Background: an optimization exercise with open tools, aiming at small area and few clock cycles per item. Do not read the settings as production practice.
RTL that was checked went through simulation tests only; none was proved equivalent to the original.
No activity file was given, so power comes from the tool's default toggle rates.

## the baseline
// ordered_list_store
module ordered_list_store (
   input  logic                          clock,
   input  logic                          reset,
   input  logic                          req_valid,
   output logic                          req_ready,
   input  logic        [OP_BITS-1:0]     req_operation,
   input  logic signed [VALUE_BITS-1:0]  req_value,
   input  logic signed [POS_BITS-1:0]    req_position,
   output logic                          rsp_valid,
   input  logic                          rsp_ready,
   output logic signed [VALUE_BITS-1:0]  rsp_result_word,
   output logic        [STATUS_BITS-1:0] rsp_status,
   output logic        [COUNT_BITS-1:0]  rsp_count
);
Size: about 2400 cells after synthesis, about 600 flip-flops, ~87 I/O pins.
==> module ordered_list_store, before the edit <==
module ordered_list_store (
   input  logic                          clock,
   input  logic                          reset,
   input  logic                          req_valid,
   output logic                          req_ready,
   input  logic        [OP_BITS-1:0]     req_operation,
   input  logic signed [VALUE_BITS-1:0]  req_value,
   input  logic signed [POS_BITS-1:0]    req_position,
   output logic                          rsp_valid,
   input  logic                          rsp_ready,
   output logic signed [VALUE_BITS-1:0]  rsp_result_word,
   output logic        [STATUS_BITS-1:0] rsp_status,
   output logic        [COUNT_BITS-1:0]  rsp_count
);
   localparam int D = 16;
   logic [4:0]  count_ff;
   logic [3:0]  ord   [D];
   logic [31:0] slot  [D];
   logic         rsp_valid_ff;
   logic [2:0]   rsp_status_ff;
   logic [D-1:0] rsp_vec_ff;
   logic         rsp_data_ff;
   logic         rsp_find_ff;
   logic        accept;
   assign req_ready = !rsp_valid_ff || rsp_ready;
   assign accept    = req_valid && req_ready;
   logic [2:0]  op;
   logic        is_ins, is_pop, is_popf, is_read, is_find;
   logic        full, empty;
   logic        pos_neg, pos_lt;      
   logic        ins_ok, pop_ok, read_ok;
   logic [4:0]  q;                    
   logic [3:0]  ridx;                 
   logic [3:0]  rslot;
   assign op      = req_operation;
   assign is_ins  = (op == 3'd0) || (op == 3'd2) || (op == 3'd4);
   assign is_pop  = (op == 3'd1) || (op == 3'd3);
   assign is_popf = (op == 3'd3);
   assign is_read = (op == 3'd5);
   assign is_find = (op == 3'd6);
   assign full    = count_ff[4];
   assign empty   = (count_ff == 5'd0);
   assign pos_neg = req_position[5];
   assign pos_lt  = pos_neg || ({1'b0, req_position[4:0]} < {1'b0, count_ff});
   always_comb begin
      ins_ok = 1'b0;
      q      = 5'd0;
      unique case (op)
         3'd0: begin q = count_ff; ins_ok = !full; end
         3'd2: begin q = 5'd0;     ins_ok = !full; end
         3'd4: begin
            q      = req_position[4:0] + 5'd1;
            ins_ok = !full && pos_lt && (!pos_neg || req_position == 6'h3f);
         end
         default: ;
      endcase
   end
   assign pop_ok  = is_pop && !empty;
   assign read_ok = is_read && !pos_neg && pos_lt;
   assign ridx    = (op == 3'd1) ? (count_ff[3:0] - 4'd1) :
                    (op == 3'd3) ? 4'd0 : req_position[3:0];
   assign rslot   = ord[ridx];
   logic [D-1:0] hit;
   always_comb
      for (int s = 0; s < D; s++) hit[s] = (slot[s] == req_value);
   logic [2:0]   st;
   logic [D-1:0] vec;
   logic         isdata;
   always_comb begin
      st     = 3'd0;
      vec    = '0;
      isdata = 1'b0;
      if (is_ins) begin
         if (op == 3'd4 && !(pos_lt && (!pos_neg || req_position == 6'h3f))) st = 3'd1;
         else if (full) st = 3'd4;
      end else if (is_pop) begin
         if (empty) st = 3'd2;
         else begin vec = D'(1) << rslot; isdata = 1'b1; end
      end else if (is_read) begin
         if (!read_ok) st = 3'd1;
         else begin vec = D'(1) << rslot; isdata = 1'b1; end
      end else if (is_find) begin
         st  = 3'd3;                  
         vec = hit;
      end
   end
   logic do_ins, do_popf;
   assign do_ins  = accept && ins_ok;
   assign do_popf = accept && pop_ok && is_popf;
   always_ff @(posedge clock) begin
      for (int i = 0; i < D; i++) begin
         if (reset) ord[i] <= 4'(i);
         else if (do_ins && 5'(i) >= q) ord[i] <= (5'(i) == q) ? ord[D-1] : ord[(i+D-1)%D];
         else if (do_popf) ord[i] <= ord[(i+1)%D];
      end
   end
   always_ff @(posedge clock) begin
      for (int s = 0; s < D; s++)
         if (do_ins && ord[D-1] == 4'(s)) slot[s] <= req_value;
   end
   always_ff @(posedge clock) begin
      if (reset) begin
         count_ff     <= '0;
         rsp_valid_ff <= 1'b0;
      end else begin
         if (accept) begin
            count_ff     <= count_ff + 5'(ins_ok) - 5'(pop_ok);
            rsp_valid_ff <= 1'b1;
         end else if (rsp_ready) begin
            rsp_valid_ff <= 1'b0;
         end
      end
   end
   always_ff @(posedge clock) begin
      if (accept) begin
         rsp_status_ff <= st;
         rsp_vec_ff    <= vec;
         rsp_data_ff   <= isdata;
         rsp_find_ff   <= is_find;
      end
   end
   logic [D-1:0] hpos;
   logic [3:0]   fidx;
   logic         found;
   always_comb begin
      for (int p = 0; p < D; p++)
         hpos[p] = rsp_find_ff && rsp_vec_ff[ord[p]] && (5'(p) < count_ff);
      found = |hpos;
      fidx  = 4'd0;
      for (int p = D - 1; p >= 0; p--) if (hpos[p]) fidx = 4'(p);
   end
   logic [31:0] slot_word;
   always_comb begin
      slot_word = '0;
      for (int s = 0; s < D; s++)
         slot_word = slot_word | (slot[s] & {32{rsp_data_ff && rsp_vec_ff[s]}});
   end
   assign rsp_valid       = rsp_valid_ff;
   assign rsp_status      = rsp_status_ff & {3{!found}};
   assign rsp_count       = count_ff;
   assign rsp_result_word = slot_word | {32{|rsp_status}} | {28'b0, fidx};
endmodule
clock: 6.0 ns
lec_check: 0
cap_margin: 20
core_margin: 2
core_utilization: 40
gpl_timing_driven: 0
slew_margin: 20
standard.sh (not shown) runs the stock make flow with config.mk's settings and CLKGATE_MAP_FILE= SYNTH_SCRIPT=/design/flow/synth_recipe.tcl, a recipe that flattens the netlist after the stock synthesis.
==> flow/flow/run.sh <==
#!/bin/bash
# Own layout flow: the standard flow (standard.sh) with three changes.
#  1. Synthesis is ORFS's own, run by standard.sh, with an area-oriented ABC
#     mapping script in place of the speed script (a copy of ORFS's scripts
#     folder with only abc_speed.script replaced); registers are unchanged.
#  2. Port buffers are buf_2 cells.
#  3. The clock tree uses clkbuf_16 only, larger sink clusters and no dummy
#     loads.
# Each tool's output goes to the ORFS logs under orfs/logs and to the
# flow_*.log files here.
set -euo pipefail
cd "$(dirname "$0")/.."
W=$PWD
rm -rf "$W/scripts_area"
cp -r "$FLOW_HOME/scripts" "$W/scripts_area"
cat > "$W/scripts_area/abc_speed.script" <<'ABC'
&get -n
&st
&dch -f
&nf -a -R 1000
&put
ABC
bash standard.sh SCRIPTS_DIR="$W/scripts_area" synth > flow_synth.log 2>&1
bash standard.sh \
  "CTS_ARGS=-sink_clustering_enable -repair_clock_nets -dont_use_dummy_load -buf_list sky130_fd_sc_hd__clkbuf_16 -sink_clustering_size 25 -sink_clustering_max_diameter 70" \
  "BUFFER_PORTS_ARGS=-buffer_cell sky130_fd_sc_hd__buf_2" \
  finish > flow_layout.log 2>&1
### the baseline -> the candidate
--- a/flow/design.v
+++ b/flow/design.v
@@ -48,11 +48,10 @@
    logic [4:0]  count_ff;
    logic [3:0]  ord   [D];
    logic [31:0] slot  [D];
-   logic         rsp_valid_ff;
-   logic [2:0]   rsp_status_ff;
-   logic [D-1:0] rsp_vec_ff;
-   logic         rsp_data_ff;
-   logic         rsp_find_ff;
+   logic        rsp_valid_ff;
+   logic [2:0]  rsp_status_ff;
+   logic [3:0]  rsp_sel_ff;
+   logic        rsp_data_ff;
    logic        accept;
    assign req_ready = !rsp_valid_ff || rsp_ready;
    assign accept    = req_valid && req_ready;
@@ -92,28 +91,35 @@
    assign ridx    = (op == 3'd1) ? (count_ff[3:0] - 4'd1) :
                     (op == 3'd3) ? 4'd0 : req_position[3:0];
    assign rslot   = ord[ridx];
-   logic [D-1:0] hit;
-   always_comb
+   logic [D-1:0] hit, hpos;
+   logic [3:0]   fidx;
+   logic         found;
+   always_comb begin
       for (int s = 0; s < D; s++) hit[s] = (slot[s] == req_value);
-   logic [2:0]   st;
-   logic [D-1:0] vec;
-   logic         isdata;
+      for (int p = 0; p < D; p++) hpos[p] = hit[ord[p]] && (5'(p) < count_ff);
+      found = |hpos;
+      fidx  = 4'd0;
+      for (int p = D - 1; p >= 0; p--) if (hpos[p]) fidx = 4'(p);
+   end
+   logic [2:0] st;
+   logic [3:0] sel;
+   logic       isdata;
    always_comb begin
       st     = 3'd0;
-      vec    = '0;
+      sel    = 4'd0;
       isdata = 1'b0;
       if (is_ins) begin
          if (op == 3'd4 && !(pos_lt && (!pos_neg || req_position == 6'h3f))) st = 3'd1;
          else if (full) st = 3'd4;
       end else if (is_pop) begin
          if (empty) st = 3'd2;
-         else begin vec = D'(1) << rslot; isdata = 1'b1; end
+         else begin sel = rslot; isdata = 1'b1; end
       end else if (is_read) begin
          if (!read_ok) st = 3'd1;
-         else begin vec = D'(1) << rslot; isdata = 1'b1; end
+         else begin sel = rslot; isdata = 1'b1; end
       end else if (is_find) begin
-         st  = 3'd3;                  
-         vec = hit;
+         if (!found) st = 3'd3;
+         else sel = fidx;
       end
    end
    logic do_ins, do_popf;
@@ -146,29 +152,13 @@
    always_ff @(posedge clock) begin
       if (accept) begin
          rsp_status_ff <= st;
-         rsp_vec_ff    <= vec;
+         rsp_sel_ff    <= sel;
          rsp_data_ff   <= isdata;
-         rsp_find_ff   <= is_find;
       end
    end
-   logic [D-1:0] hpos;
-   logic [3:0]   fidx;
-   logic         found;
-   always_comb begin
-      for (int p = 0; p < D; p++)
-         hpos[p] = rsp_find_ff && rsp_vec_ff[ord[p]] && (5'(p) < count_ff);
-      found = |hpos;
-      fidx  = 4'd0;
-      for (int p = D - 1; p >= 0; p--) if (hpos[p]) fidx = 4'(p);
-   end
-   logic [31:0] slot_word;
-   always_comb begin
-      slot_word = '0;
-      for (int s = 0; s < D; s++)
-         slot_word = slot_word | (slot[s] & {32{rsp_data_ff && rsp_vec_ff[s]}});
-   end
    assign rsp_valid       = rsp_valid_ff;
-   assign rsp_status      = rsp_status_ff & {3{!found}};
+   assign rsp_status      = rsp_status_ff;
    assign rsp_count       = count_ff;
-   assign rsp_result_word = slot_word | {32{|rsp_status}} | {28'b0, fidx};
+   assign rsp_result_word = rsp_data_ff ? slot[rsp_sel_ff]
+                          : {{28{rsp_status_ff != 3'd0}}, rsp_sel_ff | {4{rsp_status_ff != 3'd0}}};
 endmodule
Results
NOTE: final critical-path share of the clock period in the candidate exceeds that of the baseline
The candidate improves on the baseline in internal power component.
Compared with the baseline, in the candidate synthesized area divided by synthesized cell count went down; final area up 210 um^2; post-layout worst setup margin has decreased.
Testbench counts of the candidate, summed over its fixed seeds: cycles 16,008, items 16,000.
For the baseline, only the layout was checked, not whether the RTL still works.

Setup of rev 12:
Another version of the RTL of ordered_list_store (not shown whole).
For scale: roughly 2400 cells after synthesis, about 600 flip-flops, roughly 87 I/O pins, ~0.031 sq mm of cells after synthesis.
==> module ordered_list_store, before the edit <==
module ordered_list_store (
   input  logic                          clock,
   input  logic                          reset,
   input  logic                          req_valid,
   output logic                          req_ready,
   input  logic        [OP_BITS-1:0]     req_operation,
   input  logic signed [VALUE_BITS-1:0]  req_value,
   input  logic signed [POS_BITS-1:0]    req_position,
   output logic                          rsp_valid,
   input  logic                          rsp_ready,
   output logic signed [VALUE_BITS-1:0]  rsp_result_word,
   output logic        [STATUS_BITS-1:0] rsp_status,
   output logic        [COUNT_BITS-1:0]  rsp_count
);
   localparam int D = 16;
   logic [4:0]  count_ff;
   logic [3:0]  ord   [D];
   logic [31:0] slot  [D];
   logic         rsp_valid_ff;
   logic [2:0]   rsp_status_ff;
   logic [D-1:0] rsp_vec_ff;
   logic         rsp_find;        
   logic        accept;
   assign req_ready = !rsp_valid_ff || rsp_ready;
   assign accept    = req_valid && req_ready;
   logic [2:0]  op;
   logic        is_ins, is_pop, is_popf, is_read, is_find;
   logic        full, empty;
   logic        pos_neg, pos_lt;      
   logic        ins_ok, pop_ok, read_ok;
   logic [4:0]  q;                    
   logic [3:0]  ridx;                 
   logic [3:0]  rslot;
   assign op      = req_operation;
   assign is_ins  = (op == 3'd0) || (op == 3'd2) || (op == 3'd4);
   assign is_pop  = (op == 3'd1) || (op == 3'd3);
   assign is_popf = (op == 3'd3);
   assign is_read = (op == 3'd5);
   assign is_find = (op == 3'd6);
   assign full    = count_ff[4];
   assign empty   = (count_ff == 5'd0);
   assign pos_neg = req_position[5];
   assign pos_lt  = pos_neg || ({1'b0, req_position[4:0]} < {1'b0, count_ff});
   always_comb begin
      ins_ok = 1'b0;
      q      = 5'd0;
      unique case (op)
         3'd0: begin q = count_ff; ins_ok = !full; end
         3'd2: begin q = 5'd0;     ins_ok = !full; end
         3'd4: begin
            q      = req_position[4:0] + 5'd1;
            ins_ok = !full && pos_lt && (!pos_neg || req_position == 6'h3f);
         end
         default: ;
      endcase
   end
   assign pop_ok  = is_pop && !empty;
   assign read_ok = is_read && !pos_neg && pos_lt;
   assign ridx    = (op == 3'd1) ? (count_ff[3:0] - 4'd1) :
                    (op == 3'd3) ? 4'd0 : req_position[3:0];
   assign rslot   = ord[ridx];
   logic [D-1:0] hit;
   always_comb
      for (int s = 0; s < D; s++) hit[s] = (slot[s] == req_value);
   logic [2:0]   st;
   logic [D-1:0] vec;
   always_comb begin
      st     = 3'd0;
      vec    = '0;
      if (is_ins) begin
         if (op == 3'd4 && !(pos_lt && (!pos_neg || req_position == 6'h3f))) st = 3'd1;
         else if (full) st = 3'd4;
      end else if (is_pop) begin
         if (empty) st = 3'd2;
         else begin vec = D'(1) << rslot; end
      end else if (is_read) begin
         if (!read_ok) st = 3'd1;
         else begin vec = D'(1) << rslot; end
      end else if (is_find) begin
         st  = 3'd3;                  
         vec = hit;
      end
   end
   logic do_ins, do_popf;
   assign do_ins  = accept && ins_ok;
   assign do_popf = accept && pop_ok && is_popf;
   always_ff @(posedge clock) begin
      for (int i = 0; i < D; i++) begin
         if (reset) ord[i] <= 4'(i);
         else if (do_ins && 5'(i) >= q) ord[i] <= (5'(i) == q) ? ord[D-1] : ord[(i+D-1)%D];
         else if (do_popf) ord[i] <= ord[(i+1)%D];
      end
   end
   always_ff @(posedge clock) begin
      for (int s = 0; s < D; s++)
         if (do_ins && ord[D-1] == 4'(s)) slot[s] <= req_value;
   end
   always_ff @(posedge clock) begin
      if (reset) begin
         count_ff     <= '0;
         rsp_valid_ff <= 1'b0;
      end else begin
         if (accept) begin
            count_ff     <= count_ff + 5'(ins_ok) - 5'(pop_ok);
            rsp_valid_ff <= 1'b1;
         end else if (rsp_ready) begin
            rsp_valid_ff <= 1'b0;
         end
      end
   end
   always_ff @(posedge clock) begin
      if (accept) begin
         rsp_status_ff <= st;
         rsp_vec_ff    <= vec;
      end
   end
   assign rsp_find = (rsp_status_ff == 3'd3);
   logic [D-1:0] hpos;
   logic [3:0]   fidx;
   logic         found;
   always_comb begin
      for (int p = 0; p < D; p++)
         hpos[p] = rsp_find && rsp_vec_ff[ord[p]] && (5'(p) < count_ff);
      found = |hpos;
      fidx  = 4'd0;
      for (int p = D - 1; p >= 0; p--) if (hpos[p]) fidx = 4'(p);
   end
   logic [31:0] slot_word;
   always_comb begin
      slot_word = '0;
      for (int s = 0; s < D; s++)
         slot_word = slot_word | (slot[s] & {32{!rsp_find && rsp_vec_ff[s]}});
   end
   assign rsp_valid       = rsp_valid_ff;
   assign rsp_status      = rsp_status_ff & {3{!found}};
   assign rsp_count       = count_ff;
   assign rsp_result_word = slot_word | {32{|rsp_status}} | {28'b0, fidx};
endmodule
==> flow/config.mk <==
export PLATFORM = sky130hd
export DESIGN_NAME = ordered_list_store
export DESIGN_NICKNAME = ordered_list_store
export VERILOG_FILES = /design/flow/design.v
export SDC_FILE = /design/flow/constraint.sdc
export NUM_CORES = 4
export LEC_CHECK = 0
export CAP_MARGIN = 10
export CORE_MARGIN = 2
export CORE_UTILIZATION = 40
export GPL_TIMING_DRIVEN = 1
export PLACE_DENSITY = 0.8
export SLEW_MARGIN = 10
==> flow/constraint.sdc <==
create_clock -name core_clock -period 6.0 [get_ports {clock}]
set_input_delay 1.2000 -clock core_clock [delete_from_list [all_inputs] [get_ports {clock}]]
set_output_delay 1.2000 -clock core_clock [all_outputs]
set_load 0.01 [all_outputs]
==> flow/flow/run.sh <==
#!/bin/bash
# Own layout flow: the standard flow (standard.sh) with three changes.
#  1. Synthesis is ORFS's own, run by standard.sh, with an area-oriented ABC
#     mapping script in place of the speed script (a copy of ORFS's scripts
#     folder with only abc_speed.script replaced); registers are unchanged.
#  2. Port buffers are buf_2 cells.
#  3. Repair buffers stop at buf_6 (buf_8 and up are not used).
#  4. The clock tree uses clkbuf_16 only, larger sink clusters and no dummy
#     loads.
# Each tool's output goes to the ORFS logs under orfs/logs and to the
# flow_*.log files here.
set -euo pipefail
cd "$(dirname "$0")/.."
W=$PWD
rm -rf "$W/scripts_area"
cp -r "$FLOW_HOME/scripts" "$W/scripts_area"
cat > "$W/scripts_area/abc_speed.script" <<'ABC'
&get -n
&st
&dch -f
&nf -a -R 1000
&put
ABC
bash standard.sh SCRIPTS_DIR="$W/scripts_area" synth > flow_synth.log 2>&1
# The platform's don't-use cells, and the larger buffers.
DONT_USE="
  sky130_fd_sc_hd__probe_p_8 \
  sky130_fd_sc_hd__probec_p_8 \
  sky130_fd_sc_hd__lpflow_bleeder_1 \
  sky130_fd_sc_hd__lpflow_clkbufkapwr_1 \
  sky130_fd_sc_hd__lpflow_clkbufkapwr_16 \
  sky130_fd_sc_hd__lpflow_clkbufkapwr_2 \
  sky130_fd_sc_hd__lpflow_clkbufkapwr_4 \
  sky130_fd_sc_hd__lpflow_clkbufkapwr_8 \
  sky130_fd_sc_hd__lpflow_clkinvkapwr_1 \
  sky130_fd_sc_hd__lpflow_clkinvkapwr_16 \
  sky130_fd_sc_hd__lpflow_clkinvkapwr_2 \
  sky130_fd_sc_hd__lpflow_clkinvkapwr_4 \
  sky130_fd_sc_hd__lpflow_clkinvkapwr_8 \
  sky130_fd_sc_hd__lpflow_decapkapwr_12 \
  sky130_fd_sc_hd__lpflow_decapkapwr_3 \
  sky130_fd_sc_hd__lpflow_decapkapwr_4 \
  sky130_fd_sc_hd__lpflow_decapkapwr_6 \
  sky130_fd_sc_hd__lpflow_decapkapwr_8 \
  sky130_fd_sc_hd__lpflow_inputiso0n_1 \
  sky130_fd_sc_hd__lpflow_inputiso0p_1 \
  sky130_fd_sc_hd__lpflow_inputiso1n_1 \
  sky130_fd_sc_hd__lpflow_inputiso1p_1 \
  sky130_fd_sc_hd__lpflow_inputisolatch_1 \
  sky130_fd_sc_hd__lpflow_isobufsrc_1 \
  sky130_fd_sc_hd__lpflow_isobufsrc_16 \
  sky130_fd_sc_hd__lpflow_isobufsrc_2 \
  sky130_fd_sc_hd__lpflow_isobufsrc_4 \
  sky130_fd_sc_hd__lpflow_isobufsrc_8 \
  sky130_fd_sc_hd__lpflow_isobufsrckapwr_16 \
  sky130_fd_sc_hd__lpflow_lsbuf_lh_hl_isowell_tap_1 \
  sky130_fd_sc_hd__lpflow_lsbuf_lh_hl_isowell_tap_2 \
  sky130_fd_sc_hd__lpflow_lsbuf_lh_hl_isowell_tap_4 \
  sky130_fd_sc_hd__lpflow_lsbuf_lh_isowell_4 \
  sky130_fd_sc_hd__lpflow_lsbuf_lh_isowell_tap_1 \
  sky130_fd_sc_hd__lpflow_lsbuf_lh_isowell_tap_2 \
  sky130_fd_sc_hd__lpflow_lsbuf_lh_isowell_tap_4 \
  sky130_fd_sc_hd__buf_8 \
  sky130_fd_sc_hd__buf_12 \
  sky130_fd_sc_hd__buf_16 \
  sky130_fd_sc_hd__bufbuf_8 \
  sky130_fd_sc_hd__bufbuf_16"
bash standard.sh \
  "DONT_USE_CELLS=$(echo $DONT_USE)" \
  "CTS_ARGS=-sink_clustering_enable -repair_clock_nets -dont_use_dummy_load -buf_list sky130_fd_sc_hd__clkbuf_16 -sink_clustering_size 30 -sink_clustering_max_diameter 80" \
  "BUFFER_PORTS_ARGS=-buffer_cell sky130_fd_sc_hd__buf_2" \
  finish > flow_layout.log 2>&1
Rev 12 | stages: all done | timing, DRC, antenna: all pass
Testbench counts of rev 12, summed over its fixed seeds: cycles 16,008, items 16,000.
--- input diff rev 12..rev 13 ---
diff --git a/flow/design.v b/flow/design.v
--- a/flow/design.v
+++ b/flow/design.v
@@ -117,11 +117,22 @@
    assign do_ins  = accept && ins_ok;
    assign do_popf = accept && pop_ok && is_popf;
-   always_ff @(posedge clock) begin
+   logic [D-1:0] sel_prev, sel_bus, sel_hold;
+   logic         sel_next;
+   logic [3:0]   ord_in [D];
+   always_comb begin
+      sel_next = do_popf && !reset;
       for (int i = 0; i < D; i++) begin
-         if (reset) ord[i] <= 4'(i);
-         else if (do_ins && 5'(i) >= q) ord[i] <= (5'(i) == q) ? ord[D-1] : ord[(i+D-1)%D];
-         else if (do_popf) ord[i] <= ord[(i+1)%D];
+         sel_bus[i]  = do_ins && !reset && (5'(i) == q);
+         sel_prev[i] = do_ins && !reset && (5'(i) > q);
+         sel_hold[i] = !reset && !sel_next && !sel_bus[i] && !sel_prev[i];
+         ord_in[i]   = ({4{sel_prev[i]}} & ord[(i+D-1)%D])
+                     | ({4{sel_next}}    & ord[(i+1)%D])
+                     | ({4{sel_bus[i]}}  & ord[D-1])
+                     | ({4{sel_hold[i]}} & ord[i])
+                     | ({4{reset}}       & 4'(i));
       end
    end
+   always_ff @(posedge clock)
+      for (int i = 0; i < D; i++) ord[i] <= ord_in[i];
    always_ff @(posedge clock) begin
       for (int s = 0; s < D; s++)
Results
- Share of total power in combinational logic: higher on rev 12
- Power essentially unchanged between rev 12 and rev 13.
- Via count normalized by instance count: lower on rev 13
- Taking rev 12 as the reference, in rev 13 net load switching power now smaller, clock network power share shows an increase of 0.5 points, area share of buffers outside the clock network was more or less identical, inverter count of the layout excluding clock inverters shows an increase of about 80%.
- Rev 13 vs. rev 12: core utilization climbed 0.17 points, cell count after synthesis dropped 65.
- On basic-gate share of the synthesized area counting and, or, nand and nor cells, rev 12 and rev 13 are neck and neck.
Testbench counts of rev 13, summed over its fixed seeds: cycles 16,008, items 16,000.

## re-timing with driven ports
The results above use ideal ports. As a check the final layouts listed here were re-extracted and re-timed, cells and wires unchanged. Step 1: set_driving_cell puts a clkbuf_16 on clock and a buf_2 on each other input, an assumption about the parent block. Step 2 also shifts input and output timing later by t, the mid clock arrival at the registers, as if the neighbouring blocks saw the same clock. Slacks: ideal ports / drivers / drivers and shift; pairs: ideal ports / drivers.
run | t (ns) | setup slack, ns | hold slack, ns | clock arrival spread, ns | pins driven straight from the clock port
the baseline | 0.637 | 0.196 / 0.134 / 0.055 | 0.507 / 0.507 / 0.507 | 0.141 / 0.140 | 1
the candidate | 0.624 | 0.054 / -0.009 / -0.477 | 0.527 / 0.527 / 0.527 | 0.083 / 0.082 | 1
rev 12 | 0.660 | 0.249 / 0.186 / 0.753 | 0.525 / 0.525 / 0.525 | 0.122 / 0.122 | 1
rev 13 | 0.658 | 0.277 / 0.220 / 0.878 | 0.537 / 0.537 / 0.537 | 0.090 / 0.091 | 1
Met with ideal ports but missed after step 2: setup timing in the candidate. For the candidate, which loses most, drivers alone change the setup slack by -0.063 ns; drivers and shift together by -0.531 ns.
